This is an optimization exercise on Yosys and OpenROAD, whose aim is small area, a short achievable clock period and few clock cycles, not a production implementation. The RTL was checked by simulation tests, not by an equivalence proof against the original design.

==> flow/design.v (outline; a module is shown in full before it is edited, if it fits) <==
// module cmult_round_sat: 10 lines
// module axis_cmult: 3618 lines
module axis_cmult
#(
  parameter int IN_WIDTH  = 16,
  parameter int OUT_WIDTH = 16,
  parameter int SHIFT     = 15,
  parameter int ROUND     = 1
) (
  input  logic                     aclk,
  input  logic                     areset,
  input  logic [2*IN_WIDTH-1:0]    s_axis_a_tdata,
  input  logic                     s_axis_a_tvalid,
  output logic                     s_axis_a_tready,
  input  logic                     s_axis_a_tlast,
  input  logic [2*IN_WIDTH-1:0]    s_axis_b_tdata,
  input  logic                     s_axis_b_tvalid,
  output logic                     s_axis_b_tready,
  input  logic                     conj_b,
  output logic [2*OUT_WIDTH-1:0]   m_axis_tdata,
  output logic                     m_axis_tvalid,
  input  logic                     m_axis_tready,
  output logic                     m_axis_tlast,
  output logic                     ovf_sticky,
  input  logic                     ovf_clr
);
  // ...
==> flow/run.sh <==
#!/bin/bash
# synth_recipe.tcl (not shown) runs the flow's synth.tcl, then flattens the netlist and writes it again
# the make line also repeats each setting of config.mk as NAME=value (left out here)
make -C /OpenROAD-flow-scripts/flow DESIGN_CONFIG=/design/flow/config.mk WORK_HOME=/design/flow/orfs CLKGATE_MAP_FILE= SYNTH_SCRIPT=/design/flow/synth_recipe.tcl finish
==> flow/config.mk <==
export PLATFORM = sky130hd
export DESIGN_NAME = axis_cmult
export DESIGN_NICKNAME = axis_cmult
export VERILOG_FILES = /design/flow/design.v
export SDC_FILE = /design/flow/constraint.sdc
export NUM_CORES = 4
export LEC_CHECK = 0
export CAP_MARGIN = 20
export CORE_MARGIN = 2
export CORE_UTILIZATION = 40
export SETUP_SLACK_MARGIN = 4.5
export SLEW_MARGIN = 20
==> flow/constraint.sdc <==
create_clock -name core_clock -period 8.5 [get_ports {aclk}]
set_input_delay 1.7000 -clock core_clock [delete_from_list [all_inputs] [get_ports {aclk}]]
set_output_delay 1.7000 -clock core_clock [all_outputs]
set_load 0.01 [all_outputs]
==> summary.txt, run 1 <==
==============================================================================
Number of vias after detailed routing                                    24200
Status                                        no timing/DRC/antenna violations
Die Outline Area                                                    81200 um^2
Multiplexer area fraction after synthesis                               0.503%
Critical-path cell list                                           buf_8 > o21ai_1 > xnor2_1 > fa_1 > fa_2 > fa_1 > inv_1 > fa_1 > inv_1 > fa_1 > inv_1 > fa_1
Largest family of logic cells by synthesized area                  adder cells
Sequential cell area fraction in the yosys report                        24.2%
Most common cell type on the critical path                        sky130_fd_sc_hd__fa_1
Clock-cell share of area                                                 2.35%
Least setup slack across all paths after layout                        4.17 ns
Syn_area_per_cell                                                    10.7 um^2
Biggest area consumer among cell classes                          multi-input gates
Library cell with the highest instance count after synthesis      sky130_fd_sc_hd__a22oi_1
Buffers plus inverters on the worst setup path                               4
Gr busiest metal                                                          met2
Average wire per standard cell                                         24.9 um
Proportion of netlist area held by the largest area contributor          27.9%
RSZ-0062 raised after global routing                                      true
Share of the core filled with cells in the final layout                  48.2%
Non-clock inverter count                                                   364
Relative slew slack                                                      37.4%
Startpoint class of the critical path                                     flop
Fraction of cell area in non-clock buffers                               10.8%
Via-per-instance ratio                                                    5.89
Maximum fanout along the worst path                                         32
Critical register-to-register path startpoint                     br_two[0]$_DFFE_PN_
Total stage count of the critical path                                      12
GR Util met3                                                             4.84%
HPWL reported at the end of detailed placement                        60900 um
Number of global-route vias before repair                                26400
Post-cts resize count                                                      280
Hold Path Class                                                   flop to flop
Number of fillers in the final layout                                     7062
Clock Sinks                                                                255
Number of input and output port buffers inserted                           108
Shortest clock period the worst path allows after layout               4.33 ns
Largest stage delay, worst path                                        0.52 ns
Met1 routing resource usage after global routing                         31.7%
==============================================================================
Testbench counts, summed over its fixed seeds: cycles 24,024.
==> inputs of run 2 (changes only) <==
--- a/flow/config.mk
+++ b/flow/config.mk
@@ -8,5 +8,4 @@
 export CAP_MARGIN = 20
 export CORE_MARGIN = 2
 export CORE_UTILIZATION = 40
-export SETUP_SLACK_MARGIN = 4.5
 export SLEW_MARGIN = 20
==> summary.txt, run 2 <==
==================================================================================
Status                                            no timing/DRC/antenna violations
Register with the most flip-flops                                               d3
Source of the worst hold timing path                                  l1$_DFFE_PN_
Endpoint of the worst-slack reg-to-reg timing path                    re_q15_1$_DFFE_PN_
Critical register-to-register path startpoint                         br_neg[5]$_DFFE_PN_
Gr usage total                                                               23.1%
Warnings from Yosys                                                              2
Deepest level of the CTS H-tree                                                  1
Number of instances in the synthesized netlist                                2942
Number of endpoints failing setup at the final stage                             0
Arrival time at the worst endpoint                                         3.53 ns
Hold Violations, Final                                                           0
Via-per-instance ratio                                                        5.79   -1.8%
Library cell with the largest summed area after synthesis             sky130_fd_sc_hd__fa_1
Registers with the highest flip-flop counts                           d3 x32, ai x16, ar x16
Library cell with the highest instance count after synthesis          sky130_fd_sc_hd__a22oi_1
Clock insertion delay at the later pin of the skew report                  0.61 ns
Core Box Area                                                           78600 um^2
Asr flop ratio synth                                                         1.57%
Number of fillers in the final layout                                         7390   +4.6%
Nets                                                                          3509
Largest clock skew in the final design                                   0.0165 ns
Number of global-route vias before repair                                    25200   -4.3%
Maximum fanout along the worst path                                             57   +78%
Remaining number of nets flagged by the antenna check after routing              0
CTS tree                                                                     built
Commonest non-fill, non-tap cell in the layout                        sky130_fd_sc_hd__a22oi_1
Clock transition at the registers of the reported paths                    0.06 ns
Final non-filler cell total                                                   3963
Initial Utilization                                                          40.2%
Measured slew at the worst slew-check pin                                  1.09 ns
Netlist cell types                                                              65
RSZ-0062 raised after global routing                                         false
Syn Nets                                                                      3562
Data required, critical path                                               6.80 ns
Syn_area_per_cell                                                        10.7 um^2   unchanged
Count of buffers added by post-CTS timing repair for setup                       0
Shortest clock period the worst path allows after layout                   5.23 ns   +0.897 ns
Final WL                                                                  93100 um
Slack of the worst reg-to-reg path                                         3.35 ns
Quantity of hold-fixing buffers added after cts                                  0
Floorplan row count                                                            103
Post-cts resize count                                                            0   -100%
Root Driver                                                           sky130_fd_sc_hd__clkbuf_16
Number of flip-flops under the largest register name                            32
Die Outline Area                                                        81200 um^2   unchanged
Hold endpoint                                                         l2$_DFFE_PN_
Cells on Worst Hold Path                                                         0
Count of pins on the block boundary                                            109
Proportion of netlist area held by the largest area contributor              27.9%   unchanged
Iteration-0 DRC count of the detailed router                                  2124
F_max                                                                      191 MHz
Post-synthesis cell area                                                31600 um^2
Count of inserted antenna diode cells                                            0
Final worst-path cycle share                                                 61.5%
Count of unresolved DRC violations after routing                                 0
Number of detailed-route iterations in the first pass                            6
Relative slew slack                                                          27.4%   -10 points
Number of input and output port buffers inserted                               108   unchanged
Remaining global-route overflow                                                  0
Maximum number of pins on one net before global-route repair                    76
Worst Reg2Reg Path Length in Cells                                              11
Number of vias after detailed routing                                        22900   -5.0%
Area Overhead vs Synth                                                       9.49%
Total instance count after detailed placement                                 3907
Average wire per standard cell                                             23.5 um   -5.8%
Startpoint class of the critical path                                    input pin
Fraction of final layout cells sized beyond drive strength 1                 5.77%
Global-route wire length before repair                                   148000 um
HPWL reported at the end of detailed placement                            61900 um   +1.7%
MaxCap Viol Count                                                                0
Most used cells in the layout excluding fill and tap cells            482 x sky130_fd_sc_hd__a22oi_1, 441 x sky130_fd_sc_hd__xor2_1, 440 x sky130_fd_sc_hd__fa_1, 364 x sky130_fd_sc_hd__inv_1, 251 x sky130_fd_sc_hd__edfxtp_1
Number of synthesized flops with an enable pin                                 251
Maximum buffer depth of the clock tree                                           3
Hold Path Class                                                       flop to flop
Width of the die                                                            285 um
Sequential cell area fraction in the yosys report                            24.2%   unchanged
Worst setup path category                                             input pin to primary output
Synth top area cells                                                  sky130_fd_sc_hd__fa_1 28%, sky130_fd_sc_hd__edfxtp_1 24%, sky130_fd_sc_hd__xor2_1 12%
Endpoint type of the worst setup path                                 primary output
Final sum of negative setup slack                                             0 ns
Antenna violations before repair                                                 1
Flops & latches, synth                                                         255
Most frequently used flop master after synthesis                      sky130_fd_sc_hd__edfxtp_1
Number of clock buffers inserted by TritonCTS                                   30
Height of the die                                                           285 um
Cell types with the highest counts after synthesis                    482 x sky130_fd_sc_hd__a22oi_1, 441 x sky130_fd_sc_hd__xor2_1, 440 x sky130_fd_sc_hd__fa_1
Final RePlAce weighted congestion                                            0.882
Clock Sinks                                                                    255   unchanged
Final-report max-slew violation count                                            0
==================================================================================
[run 2: worst max path at each step]
| stage | from | endpoint |
|---|---|---|
| 3_5_place_dp | m_axis_tready | s_axis_a_tready |
| 4_1_cts | m_axis_tready | s_axis_a_tready |
| 3_3_place_gp | m_axis_tready | s_axis_a_tready |
| 5_1_grt | m_axis_tready | s_axis_b_tready |
| 6_report | m_axis_tready | s_axis_a_tready |
| 2_1_floorplan | m_axis_tready | s_axis_a_tready |
[run 2: kinds of logic (layout without fill, tap and decap cells)]
kind of cell / count (synthesis) / count (layout) / share of synthesized area (%)
AOI/OAI and AO/OA: 701 / 701 / 15.9
buffers and inverters: 646 / 617 / 7.77
xor gates and xnor gates: 589 / 589 / 16.3
adders and majority gates: 548 / 548 / 32.2
DFF: 255 / 255 / 24.2
and+or+nand+nor: 188 / 188 / 3.10
muxes: 15 / 15 / 0.503
[run 2: layout make-up]
cell class | count | area [um^2] | area share (%)
clock inverters | 19 | 186 | 0.539
well taps | 1050 | 1310 | 3.80
repair buffers | 197 | 1750 | 5.06
clock buffers | 37 | 828 | 2.40
multi-input cells | 2041 | 21500 | 62.2
inverters | 364 | 1370 | 3.95
flip-flops and latches | 255 | 7640 | 22.1
[run 2: layer usage]
layer	wire length (um)	vias up	track usage (%)
met5	0	-	0
met4	3460	0	9.12
met3	8140	292	4.15
met2	44600	1240	39.0
met1	36900	11600	29.6
li1	-	9821	-
[run 2: critical path, cell delays in order]
cell and delay (ns):
sky130_fd_sc_hd__clkdlybuf4s50_1 0.45, sky130_fd_sc_hd__nand2b_4 0.59, sky130_fd_sc_hd__and3_1 0.24, sky130_fd_sc_hd__clkdlybuf4s50_1 0.53
[run 2: metrics by stage]
| step | util, % | instance area, um^2 | hold WS (ns) | worst slack, ns |
|---|---|---|---|---|
| 2_1_floorplan | - | 31600 | 0.400 | 1.28 |
| 3_3_place_gp | 42.7 | 33600 | 0.403 | 3.26 |
| 3_5_place_dp | 42.7 | 33600 | 0.411 | 3.24 |
| 4_1_cts | 44.0 | 34600 | 0.424 | 3.24 |
| 5_1_grt | 44.0 | 34600 | 0.433 | 3.17 |
| 6_report | 44.0 | 34600 | 0.422 | 3.27 |

==> static timing again, ports no longer ideal <==
The results above use ideal ports. As a check the final layouts listed here were re-extracted and re-timed, cells and wires unchanged. Step 1 sets driving cells, clkbuf_16 on the clock port and buf_2 on the other inputs (assumed; they add their load-dependent delay and slew). Step 2 times the ports against the registers' clock, not the clock port: input delays grow and output delays shrink by t, the midpoint of the rising clock arrivals with the driver on. a / b / c = no drivers / after step 1 / after step 2; a / b = the first two.
| run | t, ns | slack for setup (ns) | worst setup path at the end | slew at the worst register clock pin (ns) | worst slew at a driven data input, ns |
|---|---|---|---|---|---|
| run 1 | 0.657 | 4.170 / 4.170 / 4.170 | register to register | 0.07 / 0.07 | 0.05 |
| run 2 | 0.663 | 3.273 / 3.249 / 3.249 | input to output | 0.07 / 0.07 | 0.05 |
After both steps every run listed still meets setup and hold. The setup slack of run 2, which loses most, moves by -0.024 ns with the drivers and by -0.024 ns with both steps.
